Background: an optimization exercise with open tools, aiming at a short achievable clock period and few clock cycles. Do not read the settings as production practice. Only simulation tests tie the RTL to the original design; equivalence was not proved. Power figures rest on the tool's default switching activity, not on a simulated workload.

[design/flow/design.v]
package rv_core_pkg;
	localparam int xlen = 32;
	typedef struct packed {
		logic [6:0] funct_7;
		logic [4:0] rs_2;
		logic [4:0] rs_1;
		logic [2:0] funct_3;
		logic [4:0] rd;
		logic [4:0] op;
		logic [1:0] low;
	} inst_t;
	typedef logic [4:0] reg_index_t;
	localparam logic [4:0] op_lui     = 5'b01101;
	localparam logic [4:0] op_jal     = 5'b11011;
	localparam logic [4:0] op_branch  = 5'b11000;
	localparam logic [4:0] op_store   = 5'b01000;
	localparam logic [4:0] op_alu_imm = 5'b00100;
	localparam logic [4:0] op_alu_reg = 5'b01100;
	localparam logic [2:0] f3_add  = 3'b000;
	localparam logic [2:0] f3_sll  = 3'b001;
	localparam logic [2:0] f3_slt  = 3'b010;
	localparam logic [2:0] f3_sltu = 3'b011;
	localparam logic [2:0] f3_xor  = 3'b100;
	localparam logic [2:0] f3_srl  = 3'b101;
	localparam logic [2:0] f3_or   = 3'b110;
	localparam logic [2:0] f3_and  = 3'b111;
	localparam logic [2:0] f3_beq  = 3'b000;
	localparam logic [2:0] f3_bne  = 3'b001;
	localparam logic [2:0] f3_blt  = 3'b100;
	localparam logic [2:0] f3_bge  = 3'b101;
	localparam logic [2:0] f3_bltu = 3'b110;
	localparam logic [2:0] f3_bgeu = 3'b111;
	typedef enum logic [3:0] {
		alu_add, alu_sub, alu_sll, alu_slt, alu_sltu, alu_xor,
		alu_srl, alu_sra, alu_or, alu_and, alu_pass
	} alu_op_t;
	typedef enum logic [2:0] {
		br_none, br_beq, br_bne, br_blt, br_bge, br_bltu, br_bgeu
	} branch_op_t;
	typedef struct packed {
		logic [xlen-1:0] pc;
		inst_t           inst;
	} fetch_item_t;
	typedef struct packed {
		logic [xlen-1:0] pc;
		logic [xlen-1:0] value_1;
		logic [xlen-1:0] value_2;
		reg_index_t      rs_1;
		reg_index_t      rs_2;
		reg_index_t      rd;
		logic [xlen-1:0] imm;
		logic [3:0]      alu_op;
		branch_op_t      branch_op;
		logic            use_imm;
		logic            is_jal;
		logic            is_store;
		logic            writes_rd;
	} decode_item_t;
endpackage
module rv_core
#(
	parameter int              addr_bits = 30,
	parameter logic [31:0]     reset_pc  = '0
) (
	input  logic                 clock,
	input  logic                 rst,
	output logic [31:0]          pc_out,
	output logic                 inst_strobe,
	input  logic [31:0]          inst_in,
	input  logic                 inst_ack,
	output logic [addr_bits-1:0] addr,
	output logic [31:0]          data_out,
	output logic [3:0]           select,
	output logic                 write,
	output logic                 data_strobe,
	input  logic                 data_ack
);
	logic [31:0] pc;
	logic        d_valid;
	logic [31:0] d_inst;
	logic [31:0] d_pc;
	logic        d_fix;       
	logic        d_fpred;     
	logic        fix_pending;  
	logic [31:0] fix_target;
	logic        x_valid;
	logic [31:0] x_a, x_b, x_imm;
	logic [4:0]  x_sh;           
	logic [31:0] x_ca, x_cb;     
	logic        x_sel_add, x_sel_sub, x_sel_slt, x_sel_sltu, x_sel_xor, x_sel_or, x_sel_and;
	logic        x_sel_sll, x_sel_sr, x_arith;
	logic        x_writes;
	logic [4:0]  x_rd;
	logic        x_m_eq, x_m_ne, x_m_lt, x_m_ge, x_m_ltu, x_m_geu;
	logic [31:0] x_alt_pc;
	logic        x_pred;
	logic        x_fbr;          
	logic [3:0]  x_idx;
	logic        x_store;
	logic        w_valid;
	logic [4:0]  w_rd;
	logic [31:0] w_value;
	logic [31:0] regs [1:31];
	logic        rst_rf;         
	logic [4:0]  d_op, d_rs1, d_rs2, d_rd;
	logic [2:0]  d_f3;
	logic        d_lui, d_jal, d_bop, d_br, d_st, d_alui, d_alur, d_alu;
	logic        d_writes, d_pred;
	logic [31:0] imm_i, imm_s, imm_b, imm_j, imm_u;
	logic [31:0] d_link, d_target;
	logic [31:0] rf_1, rf_2, d_val_1, d_val_2;
	logic        d_fwd_1, d_fwd_2;
	assign d_op  = d_inst[6:2];
	assign d_rd  = d_inst[11:7];
	assign d_f3  = d_inst[14:12];
	assign d_rs1 = d_inst[19:15];
	assign d_rs2 = d_inst[24:20];
	assign imm_i = {{20{d_inst[31]}}, d_inst[31:20]};
	assign imm_s = {{20{d_inst[31]}}, d_inst[31:25], d_inst[11:7]};
	assign imm_b = {{19{d_inst[31]}}, d_inst[31], d_inst[7], d_inst[30:25], d_inst[11:8], 1'b0};
	assign imm_j = {{11{d_inst[31]}}, d_inst[31], d_inst[19:12], d_inst[20], d_inst[30:21], 1'b0};
	assign imm_u = {d_inst[31:12], 12'b0};
	assign d_lui  = d_op == 5'b01101;
	assign d_jal  = d_op == 5'b11011;
	assign d_bop  = d_op == 5'b11000 && d_f3[2:1] != 2'b01;
	assign d_br   = d_bop && imm_b != 32'd4;
	assign d_st   = d_op == 5'b01000;
	assign d_alui = d_op == 5'b00100;
	assign d_alur = d_op == 5'b01100;
	assign d_alu  = d_alui || d_alur;
	assign d_writes = (d_lui || d_jal || d_alu) && d_rd != 5'd0;
	assign d_pred   = d_fpred;
	assign d_link   = d_pc + 32'd4;
	logic [31:0] d_target_j, d_target_b;
	rv_add32 target_j_i (.a(d_pc), .b(imm_j), .sum(d_target_j));
	rv_add32 target_b_i (.a(d_pc), .b(imm_b), .sum(d_target_b));
	assign d_target = d_jal ? d_target_j : d_target_b;
	assign rf_1 = (d_rs1 == 5'd0) ? 32'd0 : regs[d_rs1];
	assign rf_2 = (d_rs2 == 5'd0) ? 32'd0 : regs[d_rs2];
	assign d_val_1 = (w_valid && w_rd == d_rs1) ? w_value : rf_1;
	assign d_val_2 = (w_valid && w_rd == d_rs2) ? w_value : rf_2;
	assign d_fwd_1 = x_valid && x_writes && x_rd == d_rs1 && !d_lui && !d_jal;
	assign d_fwd_2 = x_valid && x_writes && x_rd == d_rs2 && (d_alur || d_bop || d_st);
	logic [31:0] sum, diff, shl, shr, result, st_addr;
	logic        eq, lt, ltu, mispredict, d_hold, push;
	assign sum  = x_a + x_b;
	assign diff = x_a - x_b;
	assign shl  = x_a << x_sh;
	assign shr  = 32'($signed({x_arith && x_a[31], x_a}) >>> x_sh);
	assign eq  = x_ca == x_cb;
	assign lt  = $signed(x_ca) < $signed(x_cb);
	assign ltu = x_ca < x_cb;
	assign result = ({32{x_sel_add}}  & sum)
		| ({32{x_sel_sub}}  & diff)
		| ({32{x_sel_slt}}  & {31'd0, $signed(x_a) < $signed(x_b)})
		| ({32{x_sel_sltu}} & {31'd0, x_a < x_b})
		| ({32{x_sel_xor}}  & (x_a ^ x_b))
		| ({32{x_sel_or}}   & (x_a | x_b))
		| ({32{x_sel_and}}  & (x_a & x_b))
		| ({32{x_sel_sll}}  & shl)
		| ({32{x_sel_sr}}   & shr);
	assign mispredict = x_valid && ((x_m_eq && eq) || (x_m_ne && !eq) || (x_m_lt && lt)
		|| (x_m_ge && !lt) || (x_m_ltu && ltu) || (x_m_geu && !ltu));
	assign st_addr = x_ca + x_imm;
	logic redirect_d;
	logic [31:0] pc_next;
	logic        f_fix;
	assign redirect_d = d_valid && d_fix;
	logic        f_sel_j, f_sel_b, f_sel_seq;
	logic [12:0] f_lo_j, f_lo_b;
	logic [31:0] pc_seq, pc_base;
	logic [15:0] bht;
	logic        u_valid, u_taken, f_pred;
	logic [3:0]  u_idx;
	rv_fetch_pred fetch_pred_i (
		.pc_lo(pc[12:0]), .inst(inst_in), .inst_ack,
		.enable(!d_hold && !fix_pending), .hist(!rst_rf && bht[pc[5:2]]),
		.sel_j(f_sel_j), .sel_b(f_sel_b), .sel_seq(f_sel_seq), .lo_j(f_lo_j), .lo_b(f_lo_b),
		.pred(f_pred), .fix(f_fix)
	);
	always_ff @(posedge clock) begin
		u_valid <= x_valid && x_fbr;
		u_idx <= x_idx;
		u_taken <= x_pred ^ mispredict;
		if (rst_rf)
			bht <= 16'd0;
		else if (u_valid)
			bht[u_idx] <= u_taken;
	end
	assign pc_seq  = pc + 32'd4;
	assign pc_base = fix_pending ? fix_target : pc;
	always_comb begin
		if (mispredict)
			pc_next = x_alt_pc;
		else if (f_sel_j)
			pc_next = {pc[31:13], f_lo_j};
		else if (f_sel_b)
			pc_next = {pc[31:13], f_lo_b};
		else if (f_sel_seq)
			pc_next = pc_seq;
		else
			pc_next = pc_base;
	end
	always_ff @(posedge clock) begin
		if (rst)
			pc <= reset_pc;
		else
			pc <= pc_next;
	end
	always_ff @(posedge clock) begin
		if (rst) begin
			fix_pending <= 1'b0;
			d_valid <= 1'b0;
			x_valid <= 1'b0;
			w_valid <= 1'b0;
		end else begin
			fix_pending <= redirect_d && !mispredict;
			if (mispredict || redirect_d || fix_pending)
				d_valid <= 1'b0;
			else if (!d_hold)
				d_valid <= inst_ack;
			x_valid <= d_valid && !mispredict && !d_hold;
			w_valid <= x_valid && x_writes;
		end
	end
	always_ff @(posedge clock) begin
		if (!d_hold) begin
			d_inst <= inst_in;
			d_pc <= pc;
			d_fix <= f_fix;
			d_fpred <= f_pred;
		end
		fix_target <= d_target;
	end
	always_ff @(posedge clock) begin
		begin
			if (d_fwd_1)
				x_a <= result;
			else
				x_a <= d_lui ? 32'd0 : (d_jal ? d_link : d_val_1);
			if (d_fwd_2)
				x_b <= result;
			else
				x_b <= d_lui ? imm_u : (d_jal ? 32'd0 : (d_alui ? imm_i : d_val_2));
			if (d_fwd_1 && (d_bop || d_st))
				x_ca <= result;
			else
				x_ca <= d_val_1;
			if (d_fwd_2 && (d_bop || d_st))
				x_cb <= result;
			else
				x_cb <= d_val_2;
			if (d_fwd_2 && d_alur)
				x_sh <= result[4:0];
			else
				x_sh <= d_alui ? d_inst[24:20] : d_val_2[4:0];
			x_imm <= imm_s;
			x_sel_add  <= d_lui || d_jal || (d_alu && d_f3 == 3'b000 && !(d_alur && d_inst[30]));
			x_sel_sub  <= d_alur && d_f3 == 3'b000 && d_inst[30];
			x_sel_slt  <= d_alu && d_f3 == 3'b010;
			x_sel_sltu <= d_alu && d_f3 == 3'b011;
			x_sel_xor  <= d_alu && d_f3 == 3'b100;
			x_sel_or   <= d_alu && d_f3 == 3'b110;
			x_sel_and  <= d_alu && d_f3 == 3'b111;
			x_sel_sll  <= d_alu && d_f3 == 3'b001;
			x_sel_sr   <= d_alu && d_f3 == 3'b101;
			x_arith    <= d_inst[30];
			x_writes <= d_writes;
			x_rd <= d_rd;
			x_m_eq  <= d_br && d_f3 == (d_pred ? 3'b001 : 3'b000);
			x_m_ne  <= d_br && d_f3 == (d_pred ? 3'b000 : 3'b001);
			x_m_lt  <= d_br && d_f3 == (d_pred ? 3'b101 : 3'b100);
			x_m_ge  <= d_br && d_f3 == (d_pred ? 3'b100 : 3'b101);
			x_m_ltu <= d_br && d_f3 == (d_pred ? 3'b111 : 3'b110);
			x_m_geu <= d_br && d_f3 == (d_pred ? 3'b110 : 3'b111);
			x_alt_pc <= d_pred ? d_link : d_target;
			x_pred <= d_pred;
			x_fbr <= d_br && !d_inst[31];
			x_idx <= d_pc[5:2];
			x_store <= d_st;
		end
	end
	always_ff @(posedge clock) begin
		w_rd <= x_rd;
		w_value <= result;
	end
	always_ff @(posedge clock)
		rst_rf <= rst;
	always_ff @(posedge clock) begin
		if (rst_rf) begin
			for (int i = 1; i < 32; i++)
				regs[i] <= '0;
		end else if (w_valid) begin
			regs[w_rd] <= w_value;
		end
	end
	assign d_hold = d_valid && d_st && q_count + {2'd0, x_valid && x_store} > 3'd3;
	assign push   = x_valid && x_store;
	logic [addr_bits-1:0] q_addr [4];
	logic [31:0]          q_data [4];
	logic [1:0]           q_head, q_tail;
	logic                 q_empty;
	logic [2:0]           q_count;
	logic                 out_free, from_q, to_q, strobe_next, empty_next;
	logic [2:0]           count_next;
	rv_sq_ctrl sq_ctrl_i (
		.push, .data_strobe, .data_ack, .empty(q_empty), .count(q_count),
		.out_free, .from_q, .to_q, .strobe_next, .count_next, .empty_next
	);
	always_ff @(posedge clock) begin
		if (rst) begin
			data_strobe <= 1'b0;
			q_head <= 2'd0;
			q_tail <= 2'd0;
			q_count <= 3'd0;
			q_empty <= 1'b1;
		end else begin
			data_strobe <= strobe_next;
			if (from_q)
				q_head <= q_head + 2'd1;
			if (to_q)
				q_tail <= q_tail + 2'd1;
			q_count <= count_next;
			q_empty <= empty_next;
		end
	end
	always_ff @(posedge clock) begin
		if (out_free) begin
			addr <= q_empty ? st_addr[addr_bits+1:2] : q_addr[q_head];
			data_out <= q_empty ? x_cb : q_data[q_head];
		end
		if (push) begin
			q_addr[q_tail] <= st_addr[addr_bits+1:2];
			q_data[q_tail] <= x_cb;
		end
	end
	assign pc_out = pc;
	assign inst_strobe = 1'b1;
	assign select = 4'b1111;
	assign write = data_strobe;
endmodule
module rv_fetch_pred (
	input  logic [12:0] pc_lo,
	input  logic [31:0] inst,
	input  logic        inst_ack,
	input  logic        enable,
	input  logic        hist,
	output logic        sel_j,
	output logic        sel_b,
	output logic        sel_seq,
	output logic [12:0] lo_j,
	output logic [12:0] lo_b,
	output logic        pred,
	output logic        fix
);
	logic        jal, bpred, carry_b, carry_j, hi_zero_j, hi_ones_j, fix_b, fix_j;
	logic [12:0] imm_b, imm_j;
	assign jal   = inst[6:2] == 5'b11011;
	assign bpred = inst[6:2] == 5'b11000 && inst[14:13] != 2'b01 && (inst[31] || hist);
	assign pred  = jal || bpred;
	assign sel_j   = enable && inst_ack && jal;
	assign sel_b   = enable && inst_ack && bpred;
	assign sel_seq = enable && inst_ack && !jal && !bpred;
	assign imm_j = {inst[12], inst[20], inst[30:21], 1'b0};
	assign imm_b = {inst[31], inst[7], inst[30:25], inst[11:8], 1'b0};
	assign {carry_j, lo_j} = {1'b0, pc_lo} + {1'b0, imm_j};
	assign {carry_b, lo_b} = {1'b0, pc_lo} + {1'b0, imm_b};
	assign hi_zero_j = !inst[31] && inst[19:13] == 7'd0;
	assign hi_ones_j = inst[31] && inst[19:13] == 7'h7f;
	assign fix_b = inst[31] ? !carry_b : carry_b;
	assign fix_j = !((hi_zero_j && !carry_j) || (hi_ones_j && carry_j));
	assign fix = jal ? fix_j : (bpred && fix_b);
endmodule
module rv_sq_ctrl (
	input  logic       push,
	input  logic       data_strobe,
	input  logic       data_ack,
	input  logic       empty,
	input  logic [2:0] count,
	output logic       out_free,
	output logic       from_q,
	output logic       to_q,
	output logic       strobe_next,
	output logic [2:0] count_next,
	output logic       empty_next
);
	assign out_free = !data_strobe || data_ack;
	assign from_q   = out_free && !empty;
	assign to_q     = push && !(out_free && empty);
	assign strobe_next = out_free ? (!empty || push) : 1'b1;
	always_comb begin
		count_next = count;
		empty_next = empty;
		if (to_q && !from_q) begin
			count_next = count + 3'd1;
			empty_next = 1'b0;
		end else if (from_q && !to_q) begin
			count_next = count - 3'd1;
			empty_next = count == 3'd1;
		end
	end
endmodule
module rv_add32 (
	input  logic [31:0] a,
	input  logic [31:0] b,
	output logic [31:0] sum
);
	assign sum = a + b;
endmodule
[design/flow/flow/run.sh]
#!/bin/bash
set -euo pipefail
bash standard.sh SETUP_SLACK_MARGIN=6 finish > standard.log 2>&1
[design/flow/standard.sh]
#!/bin/bash
# synth_recipe.tcl (not shown) runs the flow's synth.tcl, then flattens the netlist and writes it again
# the make line also repeats each setting of config.mk as NAME=value (left out here)
make -C /OpenROAD-flow-scripts/flow DESIGN_CONFIG=/design/flow/config.mk WORK_HOME=/design/flow/orfs CLKGATE_MAP_FILE= SYNTH_SCRIPT=/design/flow/synth_recipe.tcl "${@:-finish}"
[design/flow/config.mk]
export PLATFORM = sky130hd
export DESIGN_NAME = rv_core
export DESIGN_NICKNAME = rv_core
export VERILOG_FILES = /design/flow/design.v
export SDC_FILE = /design/flow/constraint.sdc
export NUM_CORES = 4
export LEC_CHECK = 0
export CAP_MARGIN = 20
export CORE_MARGIN = 2
export CORE_UTILIZATION = 40
export SLEW_MARGIN = 20
export SYNTH_HIERARCHICAL = 1
[design/flow/constraint.sdc]
create_clock -name core_clock -period 9.0 [get_ports {clock}]
set_input_delay 1.8000 -clock core_clock [delete_from_list [all_inputs] [get_ports {clock}]]
set_output_delay 1.8000 -clock core_clock [all_outputs]
set_load 0.01 [all_outputs]
==> metrics.md <==
| Metric | Value |
|---|---|
| Status | complete, no violations |
| Most frequent cells after synthesis | edfxtp_1, and2_1, mux4_2, clkbuf_1, nor2_1 |
| Setup CP Type | flop to flop |
| Nets | 8390 |
| Flops & latches, synth | 1747 |
| Post-layout util | 49.8% |
| CTS max path bufs | 3 |
| Share of cells above drive strength 1 | 36.6% |
| Mapped Cells | 7562 |
| DP Worst Slack | 3780 ps |
| Largest net degree at the start of global routing | 67 |
| Sequential area share after synthesis | 50.1% |
| Cell variety after synth | 123 |
| CP required | 9760 ps |
| Crit path max-delay family | multiplexers |
| Clock sinks | 1747 |
| Max Fanout on Critical Path | 10 |
| Skew final | 53.1 ps |
| GR Overflow Total | 0 |
| Core area | 0.243 mm2 |
| Setup TNS | 0 ps |
| GPL Wtd Cong | 0.990 |
| Worst Max-Slew Pin Slew | 1160 ps |
| Post-synth EDFFs | 1398 |
| Placed inst area | 0.102 mm2 |
| Top cell type's share of synthesized area | 43.0% |
| Worst EP arrival | 4280 ps |
| FF-to-FF End | pc[22] |
| PnR worst setup slack | 5480 ps |
| Via count of the routed design | 71100 |
| Final max-slew violation count | 0 |
| Antenna Violating Nets Remaining | 0 |
| Filler Cells Inserted | 20500 |
| DIE HEIGHT | 498 um |
| Worst path cell trace | mux4_2 > mux4_2 > nor2b_4 > o22ai_2 > nor3_1 > nand2_1 > nand2_2 > nor2_4 > buf_12 > nor4_4 > buf_4 > nor3_4 > buf_12 > o22ai_1 > a21oi_1 > mux2i_1 > nor2_1 |
| Reg2reg setup slack | 5480 ps |
| Syn Std Cell Area | 0.0977 mm2 |
| Layout Area Growth over Synthesis | 23.9% |
| Top_reg_cell synth | edfxtp_1 |
| Clock-pin slew on the worst setup and hold paths | 60 ps |
| Max Clk Rate | 0.284 GHz |
| Dominant cells by area after synthesis | edfxtp_1, mux4_2, dfxtp_1 |
| Crit start category | flop |
| Crit path to | pc[22] |
| Maximum vdd drop | 164 uV |
| Stages on worst setup path | 17 |
| First-pass GRT wire length | 508000 um |
| Count leader, synth | edfxtp_1 |
| Post-DP HPWL | 215000 um |
| Async S/R FF share, synth | 0% |
| Synth area leader | edfxtp_1 |
| 1st-iter DRT viols | 8665 |
| Hold Path Class | flop to flop |
| Crit path from | pc[2] |
| Detailed Routing Iterations Pass 1 | 7 |
| Initial antenna violation count | 18 |
| Lkg Pwr | 44.6 nW |
| Hold-critical path depth | 0 |
| Io pins | 137 |
| Starting Density | 40.2% |
| Worst R2R Start | pc[2] |
| Final Hold Vio Count | 0 |
| Clock root buffer | clkbuf_16 |
| CTS tree | built |
| Setup-failing EPs final | 0 |
| CP Capture Type | flop |
| Crit path buffers/inverters | 3 |
| Row count | 181 |
| Die width | 498 um |
| H-Tree Depth | 4 |
| Count of max-cap constraint violations | 0 |
| Final Cell Area | 0.121 mm2 |
| Tot GR Track Use | 28.2% |
| CP max-delay cell | mux4_2 |
| Routed WL per cell | 31.8 um |
| Post-Route WL | 365000 um |
| Tcrit/Tclk final | 39.1% |
| Routed vias/inst | 6.20 |
| DR DRC count | 0 |
| Slew Limit Headroom | 22.8% |
| Clock latency at the later pin of the worst-skew pair | 890 ps |
| Synth warnings | 8 |
| Power density cells | 197 mW/mm2 |
| Slowest Stage Delay on Critical Path | 530 ps |
| Vias in the first global route | 69500 |
| Full die area | 0.248 mm2 |
| FF-to-FF path depth | 17 |
| RSZ-0062 raised after global routing | yes |
| CTS buffer count | 185 |
| Final Critical Period | 3520 ps |
| PortBufs | 129 |
| Syn Area/Cell | 12.9 um2 |
layout make-up:
class | instances | area, um2 | area share, %
multi-input cells | 4984 | 50200 | 41.5
diodes | 8 | 20.0 | 0.0165
flip-flops and latches | 1747 | 49400 | 40.8
repair buffers | 942 | 10400 | 8.60
clock inverters | 108 | 1060 | 0.875
inverters | 237 | 937 | 0.774
well taps | 3202 | 4010 | 3.31
clock buffers | 240 | 5080 | 4.19
cell families after synthesis:
group | synth area share [%]
other cells | 0.00768
flops | 50.1
compound gates | 7.82
xor+xnor | 1.70
mux | 20.7
buf+inv | 3.68
fa+ha+maj | 3.34
simple gates | 12.6
per-stage QoR:
stage | cells | hold slack, ps | power (W)
3_3_place_gp | 10500 | 317 | 0.0143
3_5_place_dp | 10500 | 313 | 0.0144
5_1_grt | 11500 | 330 | 0.0245
4_1_cts | 11200 | 328 | 0.0231
6_report | 11500 | 328 | 0.0238
2_1_floorplan | 7567 | 310 | 0.0127
per-module statistics from Yosys, one instance, submodules excluded:
module	cells	flops+latches
rv_core	6860	1747
rv_sq_ctrl	25	0
rv_fetch_pred	147	0
rv_add32	265	0
how the worst min path moves through the flow:
| stage | from | end | slack (ps) |
|---|---|---|---|
| 2_1_floorplan | x_idx[0] | u_idx[0] | 310 |
| 3_3_place_gp | x_idx[3] | u_idx[3] | 320 |
| 3_5_place_dp | x_idx[3] | u_idx[3] | 310 |
| 5_1_grt | x_idx[3] | u_idx[3] | 330 |
| 6_report | x_idx[3] | u_idx[3] | 330 |
| 4_1_cts | x_idx[3] | u_idx[3] | 330 |
flip-flops by register name, indices dropped and copies added, names as in the netlist, 3 cells and up, named ones only:
| signal | count |
|---|---|
| w_value | 32 |
| q_count | 3 |
| x_b | 32 |
| u_idx | 4 |
| x_sh | 5 |
| x_imm | 8 |
| addr | 30 |
| x_cb | 32 |
| w_rd | 5 |
| x_alt_pc | 32 |
| pc | 32 |
| d_inst | 30 |
| data_out | 32 |
| d_pc | 32 |
| x_a | 32 |
| q_data | 128 |
| x_ca | 32 |
| bht | 16 |
| q_addr | 120 |
| regs | 1024 |
| x_idx | 4 |
| x_rd | 4 |
| fix_target | 32 |
cells in the final DEF (no fill, tap or decap), types with 142 or more instances in the layout:
cell type,instances
a21oi_1,275
and2_1,1012
buf_4,514
buf_6,142
clkbuf_16,215
dfxtp_1,196
edfxtp_1,1398
ha_1,155
inv_1,183
mux4_2,761
nand2_1,380
nor2_1,346
report_power, final:
group | total (W) | internal (W) | switching [W]
logic | 0.00603 | 0.00266 | 0.00337
clock network | 0.00784 | 0.00438 | 0.00345
registers | 0.00994 | 0.00931 | 0.000634
total | 0.0238 | 0.0163 | 0.00746
repair_timing:
item	in CTS	in global routing
buffers inserted	361	228
endpoints found under the setup margin	1130	714
hold buffers	0	0
resized for setup	1398	497
cloned	46	24
pin swaps	177	167
metal layers:
metal | global-route usage (%) | routed length (um) | vias up
met1 | 37.2 | 139000 | 36500
met5 | 0 | 13 | -
met3 | 5.55 | 34900 | 877
met4 | 14.7 | 22400 | 2
li1 | - | - | 29800
met2 | 44.3 | 168000 | 3987
Testbench counts, summed over its fixed seeds: cycles 39,830.

## static timing again, ports no longer ideal
Ports are ideal in the flow. The routed layout listed here was re-timed in OpenROAD. Step 1, drivers: a clkbuf_16 drives clock and a buf_2 each remaining input, both assumed. Step 2, shift: input delay + t, output delay - t, t = (earliest + latest rising clock arrival at the registers) / 2. This alone moves slack from input paths to output paths. a / b / c = ideal ports / drivers / drivers and shift; a / b = the first two.
t, ns: 0.963
slack for setup (ns): 5.479 / 5.461 / 4.695
hold WS [ns]: 0.328 / 0.328 / 0.328
worst setup path at the end: input to register
cell pins on the clock port's net: 1
After both steps this run still meets setup and hold. The setup slack of this run moves by -0.018 ns with the drivers and by -0.784 ns with both steps.
